From an optimization exercise on the open Yosys and OpenROAD flow, aimed at small area and few clock cycles; shortcuts taken in it are not production practice. Where RTL was checked, it was by simulation tests only, not by an equivalence proof against the original. Power is estimated from default activity; no workload was simulated.

==> job 2834: inputs <==
Design multi_button_debounce_press_latch, start of the top module:
module multi_button_debounce_press_latch #(
    parameter int BUTTON_COUNT = 5
) (
    input  wire logic                                   clk,
    input  wire logic                                   rst_n,
    input  wire logic [mbdpl_pkg::IN_TDATA_WIDTH-1:0]   s_tdata,
    input  wire logic                                   s_tuser,
    input  wire logic                                   s_tvalid,
    output logic                                        s_tready,
    output logic      [mbdpl_pkg::OUT_TDATA_WIDTH-1:0]  m_tdata,
    output logic                                        m_tvalid,
    input  wire logic                                   m_tready,
    input  wire logic                                   psel,
    input  wire logic                                   penable,
    input  wire logic                                   pwrite,
    input  wire logic [mbdpl_pkg::ADDR_WIDTH-1:0]       paddr,
    input  wire logic [mbdpl_pkg::APB_DATA_WIDTH-1:0]   pwdata,
    output logic      [mbdpl_pkg::APB_DATA_WIDTH-1:0]   prdata,
    output logic                                        pready
);
Settings: LEC_CHECK=0, CAP_MARGIN=20, CORE_MARGIN=2, CORE_UTILIZATION=40, SLEW_MARGIN=20; clock period 6.5 ns.
run.sh (not shown) runs the stock make flow with config.mk's settings and CLKGATE_MAP_FILE= SYNTH_SCRIPT=/design/flow/synth_recipe.tcl, a recipe that flattens the netlist after the stock synthesis.
==> inputs of job 3073, as changes to job 2834 <==
==> flow/design.v (replaced) <==
`default_nettype none
package mbdpl_pkg;
    typedef enum logic
    {
        KIND_SAMPLE = 1'b0,
        KIND_FETCH  = 1'b1
    } kind_t;
    localparam int RAW_WIDTH      = 5;
    localparam int TIME_WIDTH     = 32;
    localparam int INTERVAL_WIDTH = 16;
    localparam int ACTION_WIDTH   = 3;
    localparam int DOWN_INDEX     = 3;
    localparam logic [INTERVAL_WIDTH-1:0] INTERVAL_RESET = 16'd50;
    localparam int            ADDR_WIDTH             = 3;
    localparam logic [2:0]    ADDR_DEBOUNCE_INTERVAL = 3'd0;
    localparam int            APB_DATA_WIDTH         = 32;
    localparam int IN_TDATA_WIDTH  = 40;
    localparam int OUT_TDATA_WIDTH = 8;
    typedef struct packed
    {
        logic [TIME_WIDTH-1:0] now_ms;
        logic [RAW_WIDTH-1:0]  raw_levels;
        kind_t                 kind;
    } item_t;
endpackage
`default_nettype wire
`default_nettype none
module mbdpl_maj (
    input  wire logic a,
    input  wire logic b,
    input  wire logic c,
    output logic      y
);
    assign y = (a & b) | (a & c) | (b & c);
endmodule
module mbdpl_gt8 (
    input  wire logic [7:0] nx,
    input  wire logic [7:0] y,
    output logic            gt
);
    logic [8:1] br;
    assign br[1] = nx[0] & y[0];
    for (genvar b = 1; b < 8; b++)
    begin : g_bit
        mbdpl_maj u_maj (.a(nx[b]), .b(y[b]), .c(br[b]), .y(br[b+1]));
    end
    assign gt = br[8];
endmodule
module mbdpl_gt16 (
    input  wire logic [15:0] nx,
    input  wire logic [15:0] y,
    output logic             gt
);
    logic gt_lo;
    logic gt_hi;
    mbdpl_gt8 u_lo (.nx(nx[7:0]),  .y(y[7:0]),  .gt(gt_lo));
    mbdpl_gt8 u_hi (.nx(nx[15:8]), .y(y[15:8]), .gt(gt_hi));
    assign gt = gt_hi | (gt_lo & ((nx[15:8] ^ y[15:8]) == '1));
endmodule
module mbdpl_window (
    input  wire logic [31:0] ct,
    input  wire logic [15:0] nnow_lo,     
    input  wire logic [15:0] nwin_lo,     
    input  wire logic        win_wrap,    
    input  wire logic [15:0] now_hi,      
    input  wire logic [15:0] now_hi_m1,   
    output logic             in_window
);
    logic br_now;    
    logic br_win;    
    logic in_lo;
    logic hi_eq;
    logic hi_eq_m1;
    mbdpl_gt16 u_now (.nx(nnow_lo), .y(ct[15:0]), .gt(br_now));
    mbdpl_gt16 u_win (.nx(nwin_lo), .y(ct[15:0]), .gt(br_win));
    assign hi_eq    = (ct[31:16] == now_hi);
    assign hi_eq_m1 = (ct[31:16] == now_hi_m1);
    assign in_lo    = win_wrap ? (br_win | ~br_now) : (br_win & ~br_now);
    assign in_window   = in_lo & (br_now ? hi_eq_m1 : hi_eq);
endmodule
module mbdpl_button_bank #(
    parameter int BUTTON_COUNT = 5
) (
    input  wire logic                                   clk,
    input  wire logic                                   rst_n,
    input  wire logic                                   fire,
    input  wire logic                                   commit,
    input  wire mbdpl_pkg::item_t                       item,
    input  wire logic [mbdpl_pkg::INTERVAL_WIDTH-1:0]   interval,
    output logic      [mbdpl_pkg::ACTION_WIDTH-1:0]     action_code,
    output logic                                        down_held
);
    localparam int TW = mbdpl_pkg::TIME_WIDTH;
    localparam int HW = TW / 2;
    logic [BUTTON_COUNT-1:0] prev_reg;
    logic [BUTTON_COUNT-1:0] stable_reg;
    logic [BUTTON_COUNT-1:0] press_reg;
    logic                    fetch_reg;      
    logic [TW-1:0]           change_time_reg [BUTTON_COUNT];
    logic [BUTTON_COUNT-1:0] settled_reg;    
    logic                    sample_reg;     
    logic [BUTTON_COUNT-1:0] raw;
    logic [BUTTON_COUNT-1:0] changed;
    logic [BUTTON_COUNT-1:0] in_window;
    logic [BUTTON_COUNT-1:0] settled;
    logic [BUTTON_COUNT-1:0] pick;           
    logic [BUTTON_COUNT-1:0] press_eff;      
    logic                    sample;
    logic                    interval_zero;
    logic [HW-1:0]           now_lo;
    logic [HW-1:0]           now_hi;
    logic [HW-1:0]           now_hi_m1;
    logic [HW-1:0]           nwin_lo;
    logic                    win_wrap;
    assign raw           = BUTTON_COUNT'(item.raw_levels);
    assign sample        = (item.kind == mbdpl_pkg::KIND_SAMPLE);
    assign changed       = raw ^ prev_reg;
    assign interval_zero = (interval == '0);
    assign now_lo    = item.now_ms[HW-1:0];
    assign now_hi    = item.now_ms[TW-1:HW];
    assign now_hi_m1 = now_hi - 1'b1;
    assign {win_wrap, nwin_lo} = {1'b0, interval} + {1'b0, ~now_lo};
    for (genvar i = 0; i < BUTTON_COUNT; i++)
    begin : g_button
        mbdpl_window u_window (
            .ct        (change_time_reg[i]),
            .nnow_lo   (~now_lo),
            .nwin_lo   (nwin_lo),
            .win_wrap  (win_wrap),
            .now_hi    (now_hi),
            .now_hi_m1 (now_hi_m1),
            .in_window    (in_window[i])
        );
        assign settled[i] = changed[i] ? interval_zero : ~in_window[i];
    end
    assign pick      = press_reg & ~(press_reg - 1'b1);
    assign press_eff = fetch_reg ? (press_reg & ~pick) : press_reg;
    always_comb
    begin
        action_code = '0;
        for (int i = BUTTON_COUNT - 1; i >= 0; i--)
        begin
            if (pick[i])
            begin
                action_code = mbdpl_pkg::ACTION_WIDTH'(i + 1);
            end
        end
        if (!fetch_reg)
        begin
            action_code = '0;
        end
    end
    assign down_held = ~stable_reg[mbdpl_pkg::DOWN_INDEX];
    always_ff @(posedge clk or negedge rst_n)
    begin
        if (!rst_n)
        begin
            prev_reg   <= '1;
            stable_reg <= '1;
            press_reg  <= '0;
            fetch_reg  <= 1'b0;
        end
        else
        begin
            if (fire && sample)
            begin
                prev_reg <= raw;
            end
            if (commit)
            begin
                if (sample_reg)
                begin
                    stable_reg <= (settled_reg & prev_reg) | (~settled_reg & stable_reg);
                    press_reg  <= press_eff | (settled_reg & ~prev_reg & stable_reg);
                end
                else
                begin
                    press_reg  <= press_eff;
                end
                fetch_reg <= !sample_reg;
            end
        end
    end
    always_ff @(posedge clk)
    begin
        for (int i = 0; i < BUTTON_COUNT; i++)
        begin
            if (fire && sample && changed[i])
            begin
                change_time_reg[i] <= item.now_ms;
            end
        end
        if (fire)
        begin
            settled_reg <= settled;
            sample_reg  <= sample;
        end
    end
endmodule
`default_nettype wire
`default_nettype none
module multi_button_debounce_press_latch #(
    parameter int BUTTON_COUNT = 5
) (
    input  wire logic                                   clk,
    input  wire logic                                   rst_n,
    input  wire logic [mbdpl_pkg::IN_TDATA_WIDTH-1:0]   s_tdata,
    input  wire logic                                   s_tuser,
    input  wire logic                                   s_tvalid,
    output logic                                        s_tready,
    output logic      [mbdpl_pkg::OUT_TDATA_WIDTH-1:0]  m_tdata,
    output logic                                        m_tvalid,
    input  wire logic                                   m_tready,
    input  wire logic                                   psel,
    input  wire logic                                   penable,
    input  wire logic                                   pwrite,
    input  wire logic [mbdpl_pkg::ADDR_WIDTH-1:0]       paddr,
    input  wire logic [mbdpl_pkg::APB_DATA_WIDTH-1:0]   pwdata,
    output logic      [mbdpl_pkg::APB_DATA_WIDTH-1:0]   prdata,
    output logic                                        pready
);
    logic                                       stage_valid_reg;
    logic                                       out_valid_reg;
    logic [mbdpl_pkg::INTERVAL_WIDTH-1:0]       interval_reg;
    logic                                       commit;
    logic                                       in_xfer;
    logic                                       cfg_write;
    logic [mbdpl_pkg::ACTION_WIDTH-1:0]         action_code;
    logic                                       down_held;
    mbdpl_pkg::item_t                           in_item;
    assign in_item.kind       = mbdpl_pkg::kind_t'(s_tuser);
    assign in_item.raw_levels = s_tdata[mbdpl_pkg::RAW_WIDTH-1:0];
    assign in_item.now_ms     =
        s_tdata[mbdpl_pkg::RAW_WIDTH +: mbdpl_pkg::TIME_WIDTH];
    assign commit   = stage_valid_reg && (!out_valid_reg || m_tready);
    assign s_tready = !stage_valid_reg || commit;
    assign in_xfer  = s_tvalid && s_tready;
    assign m_tvalid = out_valid_reg;
    assign m_tdata  = {
        (mbdpl_pkg::OUT_TDATA_WIDTH - mbdpl_pkg::ACTION_WIDTH - 1)'(0),
        down_held, action_code};
    assign pready    = 1'b1;
    assign cfg_write = psel && penable && pwrite
                       && (paddr == mbdpl_pkg::ADDR_DEBOUNCE_INTERVAL);
    assign prdata    = (paddr == mbdpl_pkg::ADDR_DEBOUNCE_INTERVAL)
                       ? mbdpl_pkg::APB_DATA_WIDTH'(interval_reg) : '0;
    mbdpl_button_bank #(
        .BUTTON_COUNT (BUTTON_COUNT)
    ) u_bank (
        .clk         (clk),
        .rst_n       (rst_n),
        .fire        (in_xfer),
        .commit      (commit),
        .item        (in_item),
        .interval    (interval_reg),
        .action_code (action_code),
        .down_held   (down_held)
    );
    always_ff @(posedge clk or negedge rst_n)
    begin
        if (!rst_n)
        begin
            stage_valid_reg <= 1'b0;
            out_valid_reg   <= 1'b0;
            interval_reg    <= mbdpl_pkg::INTERVAL_RESET;
        end
        else
        begin
            if (in_xfer)
            begin
                stage_valid_reg <= 1'b1;
            end
            else if (commit)
            begin
                stage_valid_reg <= 1'b0;
            end
            if (commit)
            begin
                out_valid_reg <= 1'b1;
            end
            else if (m_tready)
            begin
                out_valid_reg <= 1'b0;
            end
            if (cfg_write)
            begin
                interval_reg <= pwdata[mbdpl_pkg::INTERVAL_WIDTH-1:0];
            end
        end
    end
endmodule
`default_nettype wire
- SYNTH_HIERARCHICAL: default -> 1
==> impl_metrics.py <==
metrics = {
    "setup_path": {
        "cpPeakStageDelay_ps": 740,
        "path_common_cell": "a21oi_1",
        "path_max_fanout": 12,
    },
    "cells_and_area": {
        "seqAreaFraction_pct": 36.7,
        "area_delta_synth_final_pct": 17.5,
        "multi_input_area_sq_um": 6880,
    },
    "drt": {
        "wl_met2_um": 17000,
    },
    "logic_synthesis": {
        "synth_xor_xnor_area_share_pct": 7.83,
        "synth_top_cell_area_share_pct": 36.7,
    },
    "global_route": {
        "grt_use_met3_pct": 3.87,
    },
    "outcome": {
        "outcome": "timing/DRC/antenna clean",
    },
}
[end of results for job 2834]
==> impl_metrics.py <==
metrics = {
    "cells_and_area": {
        "seqAreaFraction_pct": 39.4,
        "area_delta_synth_final_pct": 18.7,
    },
    "setup_path": {
        "path_max_fanout": 7,
        "path_common_cell": "maj3_2",
        "cpPeakStageDelay_ps": 480,
    },
    "logic_synthesis": {
        "synth_xor_xnor_area_share_pct": 12.4,
    },
    "outcome": {
        "outcome": "timing/DRC/antenna clean",
    },
}
[end of results for job 3073]
Testbench counts of job 2834, summed over its fixed seeds: cycles 12,008.
No functional check of the RTL was part of job 3073.

---

==> inputs of 02-21 <==
Another version of the RTL of multi_button_debounce_press_latch (not shown whole).
export LEC_CHECK = 0
export CAP_MARGIN = 20
export CORE_MARGIN = 2
export CORE_UTILIZATION = 40
export GPL_TIMING_DRIVEN = 0
export SLEW_MARGIN = 20
export SYNTH_HIERARCHICAL = 1
create_clock -name core_clock -period 6.5 [get_ports {clk}]
standard.sh (not shown) runs the stock make flow with config.mk's settings and CLKGATE_MAP_FILE= SYNTH_SCRIPT=/design/flow/synth_recipe.tcl, a recipe that flattens the netlist after the stock synthesis.
==> flow/flow/run.sh <==
#!/bin/bash
# Layout flow: the standard flow (standard synthesis unchanged), with
# synthesis buffers removed at floorplan (repair re-buffers where needed),
# single-strength buffers on the ports and a clock tree of clkbuf_8 in small
# clusters without dummy loads. make's whole output goes to flow_make.log
# here; each ORFS step also keeps its own log under orfs/logs/.
set -euo pipefail
bash standard.sh \
    "REMOVE_ABC_BUFFERS=1" \
    "BUFFER_PORTS_ARGS=-buffer_cell sky130_fd_sc_hd__buf_1" \
    "CTS_ARGS=-sink_clustering_enable -repair_clock_nets -buf_list sky130_fd_sc_hd__clkbuf_8 -sink_clustering_size 10 -dont_use_dummy_load" \
    finish > flow_make.log 2>&1
==> 11-17: changes against 02-21 <==
==> flow/flow/run.sh (replaced) <==
#!/bin/bash
# Layout flow: the standard flow (standard synthesis unchanged), with
# synthesis buffers removed at floorplan (repair re-buffers where needed),
# single-strength buffers on the ports and a clock tree of clkbuf_16 without
# dummy loads. make's whole output goes to flow_make.log
# here; each ORFS step also keeps its own log under orfs/logs/.
set -euo pipefail
bash standard.sh \
    "REMOVE_ABC_BUFFERS=1" \
    "BUFFER_PORTS_ARGS=-buffer_cell sky130_fd_sc_hd__buf_1" \
    "CTS_ARGS=-sink_clustering_enable -repair_clock_nets -buf_list sky130_fd_sc_hd__clkbuf_16 -dont_use_dummy_load" \
    finish > flow_make.log 2>&1
==> comparison <==
02-21 produced a clean layout. 11-17 went through all stages and came out clean. Of 02-21 and 11-17, 11-17 has the higher utilization (gap 0.69 points). Between 02-21 and 11-17, the lower first-iteration DRC count is in 11-17 (gap 18%, measured against 11-17). In sequential cell count, 11-17 and 02-21 do not differ. Between 11-17 and 02-21, the lower total power is in 02-21 (gap about 8%, measured against 02-21). Of 11-17 and 02-21, 11-17 has the higher clock power (gap about 40%, measured against 02-21). In 02-21 the worst setup slack is better than in 11-17, by 26 ps. Synthesized cell count is the same in 11-17 and 02-21. In cell count, 11-17 and 02-21 do not differ.
Testbench counts of 02-21, summed over its fixed seeds: cycles 12,016.
Testbench counts of 11-17, summed over its fixed seeds: cycles 12,016.

---

==> trial 16: inputs <==
multi_button_debounce_press_latch again, from the RTL that the note above started with.
Design multi_button_debounce_press_latch, start of the top module:
module multi_button_debounce_press_latch #(
    parameter int BUTTON_COUNT = 5
) (
    input  wire logic                                   clk,
    input  wire logic                                   rst_n,
    input  wire logic [mbdpl_pkg::IN_TDATA_WIDTH-1:0]   s_tdata,
    input  wire logic                                   s_tuser,
    input  wire logic                                   s_tvalid,
    output logic                                        s_tready,
    output logic      [mbdpl_pkg::OUT_TDATA_WIDTH-1:0]  m_tdata,
    output logic                                        m_tvalid,
    input  wire logic                                   m_tready,
    input  wire logic                                   psel,
    input  wire logic                                   penable,
    input  wire logic                                   pwrite,
    input  wire logic [mbdpl_pkg::ADDR_WIDTH-1:0]       paddr,
    input  wire logic [mbdpl_pkg::APB_DATA_WIDTH-1:0]   pwdata,
    output logic      [mbdpl_pkg::APB_DATA_WIDTH-1:0]   prdata,
    output logic                                        pready
);
==> module mbdpl_gt2, before the edit <==
module mbdpl_gt2 (
    input  wire logic [1:0] nx,
    input  wire logic [1:0] y,
    input  wire logic       c,
    output logic            gt
);
    logic br;
    assign br = (nx[0] & y[0]) | (nx[0] & c) | (y[0] & c);
    assign gt = (nx[1] & y[1]) | (nx[1] & br) | (y[1] & br);
endmodule
==> module mbdpl_gt2_first, before the edit <==
module mbdpl_gt2_first (
    input  wire logic [1:0] nx,
    input  wire logic [1:0] y,
    output logic            gt
);
    logic br;
    assign br = nx[0] & y[0];
    assign gt = (nx[1] & y[1]) | (nx[1] & br) | (y[1] & br);
endmodule
==> module mbdpl_gt16, before the edit <==
module mbdpl_gt16 (
    input  wire logic [15:0] nx,
    input  wire logic [15:0] y,
    output logic             gt
);
    logic [8:1] br;
    mbdpl_gt2_first u_first (.nx(nx[1:0]), .y(y[1:0]), .gt(br[1]));
    for (genvar s = 1; s < 8; s++)
    begin : g_step
        mbdpl_gt2 u_step (
            .nx (nx[2*s +: 2]),
            .y  (y[2*s +: 2]),
            .c  (br[s]),
            .gt (br[s+1])
        );
    end
    assign gt = br[8];
endmodule
==> module mbdpl_eq16, before the edit <==
module mbdpl_eq16 (
    input  wire logic [15:0] a,
    input  wire logic [15:0] b,
    output logic             eq
);
    assign eq = (a == b);
endmodule
==> module mbdpl_window, before the edit <==
module mbdpl_window (
    input  wire logic [31:0] ct,
    input  wire logic [15:0] nnow_lo,     
    input  wire logic [15:0] nwin_lo,     
    input  wire logic        win_wrap,    
    input  wire logic [15:0] now_hi,      
    input  wire logic [15:0] now_hi_m1,   
    output logic             in_window
);
    logic br_now;    
    logic br_win;    
    logic in_lo;
    logic hi_eq;
    logic hi_eq_m1;
    mbdpl_gt16 u_now (.nx(nnow_lo), .y(ct[15:0]), .gt(br_now));
    mbdpl_gt16 u_win (.nx(nwin_lo), .y(ct[15:0]), .gt(br_win));
    mbdpl_eq16 u_hi_eq    (.a(ct[31:16]), .b(now_hi),    .eq(hi_eq));
    mbdpl_eq16 u_hi_eq_m1 (.a(ct[31:16]), .b(now_hi_m1), .eq(hi_eq_m1));
    assign in_lo    = win_wrap ? (br_win | ~br_now) : (br_win & ~br_now);
    assign in_window   = in_lo & (br_now ? hi_eq_m1 : hi_eq);
endmodule
clock: 6.5 ns
lec_check: 0
cap_margin: 20
core_margin: 2
core_utilization: 40
gpl_timing_driven: 0
slew_margin: 20
synth_hierarchical: 1
run.sh (not shown) runs the stock make flow with config.mk's settings and CLKGATE_MAP_FILE= SYNTH_SCRIPT=/design/flow/synth_recipe.tcl, a recipe that flattens the netlist after the stock synthesis.
Stock flow here: none of the scripts above is used.
==> trial 42: changes against trial 16 <==
--- a/flow/design.v
+++ b/flow/design.v
@@ -27,20 +27,22 @@
 `default_nettype none
-module mbdpl_gt2 (
-    input  wire logic [1:0] nx,
-    input  wire logic [1:0] y,
-    input  wire logic       c,
+module mbdpl_maj (
+    input  wire logic a,
+    input  wire logic b,
+    input  wire logic c,
+    output logic      y
+);
+    assign y = (a & b) | (a & c) | (b & c);
+endmodule
+module mbdpl_gt8 (
+    input  wire logic [7:0] nx,
+    input  wire logic [7:0] y,
     output logic            gt
 );
-    logic br;
-    assign br = (nx[0] & y[0]) | (nx[0] & c) | (y[0] & c);
-    assign gt = (nx[1] & y[1]) | (nx[1] & br) | (y[1] & br);
-endmodule
-module mbdpl_gt2_first (
-    input  wire logic [1:0] nx,
-    input  wire logic [1:0] y,
-    output logic            gt
-);
-    logic br;
-    assign br = nx[0] & y[0];
-    assign gt = (nx[1] & y[1]) | (nx[1] & br) | (y[1] & br);
+    logic [8:1] br;
+    assign br[1] = nx[0] & y[0];
+    for (genvar b = 1; b < 8; b++)
+    begin : g_bit
+        mbdpl_maj u_maj (.a(nx[b]), .b(y[b]), .c(br[b]), .y(br[b+1]));
+    end
+    assign gt = br[8];
 endmodule
@@ -51,21 +53,7 @@
 );
-    logic [8:1] br;
-    mbdpl_gt2_first u_first (.nx(nx[1:0]), .y(y[1:0]), .gt(br[1]));
-    for (genvar s = 1; s < 8; s++)
-    begin : g_step
-        mbdpl_gt2 u_step (
-            .nx (nx[2*s +: 2]),
-            .y  (y[2*s +: 2]),
-            .c  (br[s]),
-            .gt (br[s+1])
-        );
-    end
-    assign gt = br[8];
-endmodule
-module mbdpl_eq16 (
-    input  wire logic [15:0] a,
-    input  wire logic [15:0] b,
-    output logic             eq
-);
-    assign eq = (a == b);
+    logic gt_lo;
+    logic gt_hi;
+    mbdpl_gt8 u_lo (.nx(nx[7:0]),  .y(y[7:0]),  .gt(gt_lo));
+    mbdpl_gt8 u_hi (.nx(nx[15:8]), .y(y[15:8]), .gt(gt_hi));
+    assign gt = gt_hi | (gt_lo & ((nx[15:8] ^ y[15:8]) == '1));
 endmodule
@@ -87,4 +75,4 @@
     mbdpl_gt16 u_win (.nx(nwin_lo), .y(ct[15:0]), .gt(br_win));
-    mbdpl_eq16 u_hi_eq    (.a(ct[31:16]), .b(now_hi),    .eq(hi_eq));
-    mbdpl_eq16 u_hi_eq_m1 (.a(ct[31:16]), .b(now_hi_m1), .eq(hi_eq_m1));
+    assign hi_eq    = (ct[31:16] == now_hi);
+    assign hi_eq_m1 = (ct[31:16] == now_hi_m1);
     assign in_lo    = win_wrap ? (br_win | ~br_now) : (br_win & ~br_now);
--- a/flow/config.mk
+++ b/flow/config.mk
@@ -7,2 +7,3 @@
 export LEC_CHECK = 0
+export ABC_AREA = 1
 export CAP_MARGIN = 20
@@ -10,2 +11,3 @@
 export CORE_UTILIZATION = 40
+export CTS_BUF_LIST = sky130_fd_sc_hd__clkbuf_8
 export GPL_TIMING_DRIVEN = 0
==> comparison table <==
item	trial 16	trial 42
Outcome	complete, no violations	complete, no violations
Width of the chip	173 um	203 um
Tapcells	378	518
Simple-gate area share of the yosys netlist	0.124	0.451
Fin crit period	6.07 ns	5.89 ns
Max-area cell class	registers	multi-input gates
Cell row count	61	72
Post-placement setup slack	-0.175 ns	0.148 ns
Count leader, synth	sky130_fd_sc_hd__xnor2_1	sky130_fd_sc_hd__nand2_1
Largest net degree at the start of global routing	28	27
Group drawing the most power	sequential cells	combinational cells
Global router's overall resource usage	0.190	0.209
Number of cells on the worst hold path	1	2
Max-slew headroom	0.340	0.406
Power share of the sequential group	0.427	0.376
Post-layout instance area	0.0136 mm2	0.0179 mm2
Slew at the pin closest to its max-slew limit	0.983 ns	0.890 ns
Count of routing violations after the opening detailed-route iteration	685	952
Hold Worst Slack	0.484 ns	0.467 ns
Testbench counts of trial 16, summed over its fixed seeds: cycles 12,016.
For trial 42, only the layout was checked, not whether the RTL still works.

-- separate check: timing with driven ports --
How much do the figures lean on ideal ports? The routed layouts below were timed once more, with nothing changed but the port constraints. Step 1, drivers: a clkbuf_16 drives clk and a buf_2 each remaining input, both assumed. Step 2 moves the port delays by t, midway between the first and last clock arrival at a register: inputs arrive t later, outputs are due t later. That takes back most of the time a late clock gives input paths. a / b / c = ideal ports / drivers / drivers and shift; a / b = the first two.
| run | shift t [ns] | setup slack, ns | clock arrival spread, ns | worst register clock-pin slew, ns | worst slew at a driven data input, ns |
|---|---|---|---|---|---|
| job 2834 | 0.491 | 0.988 / 1.012 / 0.521 | 0.012 / 0.012 | 0.08 / 0.08 | 0.04 |
| job 3073 | 0.479 | 0.321 / 0.348 / -0.131 | 0.016 / 0.016 | 0.09 / 0.09 | 0.07 |
| 02-21 | 0.493 | 0.562 / 0.588 / 0.096 | 0.055 / 0.055 | 0.12 / 0.12 | 0.05 |
| 11-17 | 0.464 | 0.536 / 0.560 / 0.096 | 0.041 / 0.040 | 0.08 / 0.08 | 0.05 |
| trial 16 | 0.478 | 0.427 / 0.451 / -0.026 | 0.021 / 0.021 | 0.08 / 0.08 | 0.05 |
| trial 42 | 0.565 | 0.606 / 0.628 / 0.063 | 0.019 / 0.020 | 0.11 / 0.11 | 0.06 |
Met with ideal ports but missed after step 2: setup timing in job 3073 and trial 16. The setup slack of trial 42, which loses most, moves by +0.022 ns with the drivers and by -0.543 ns with both steps.
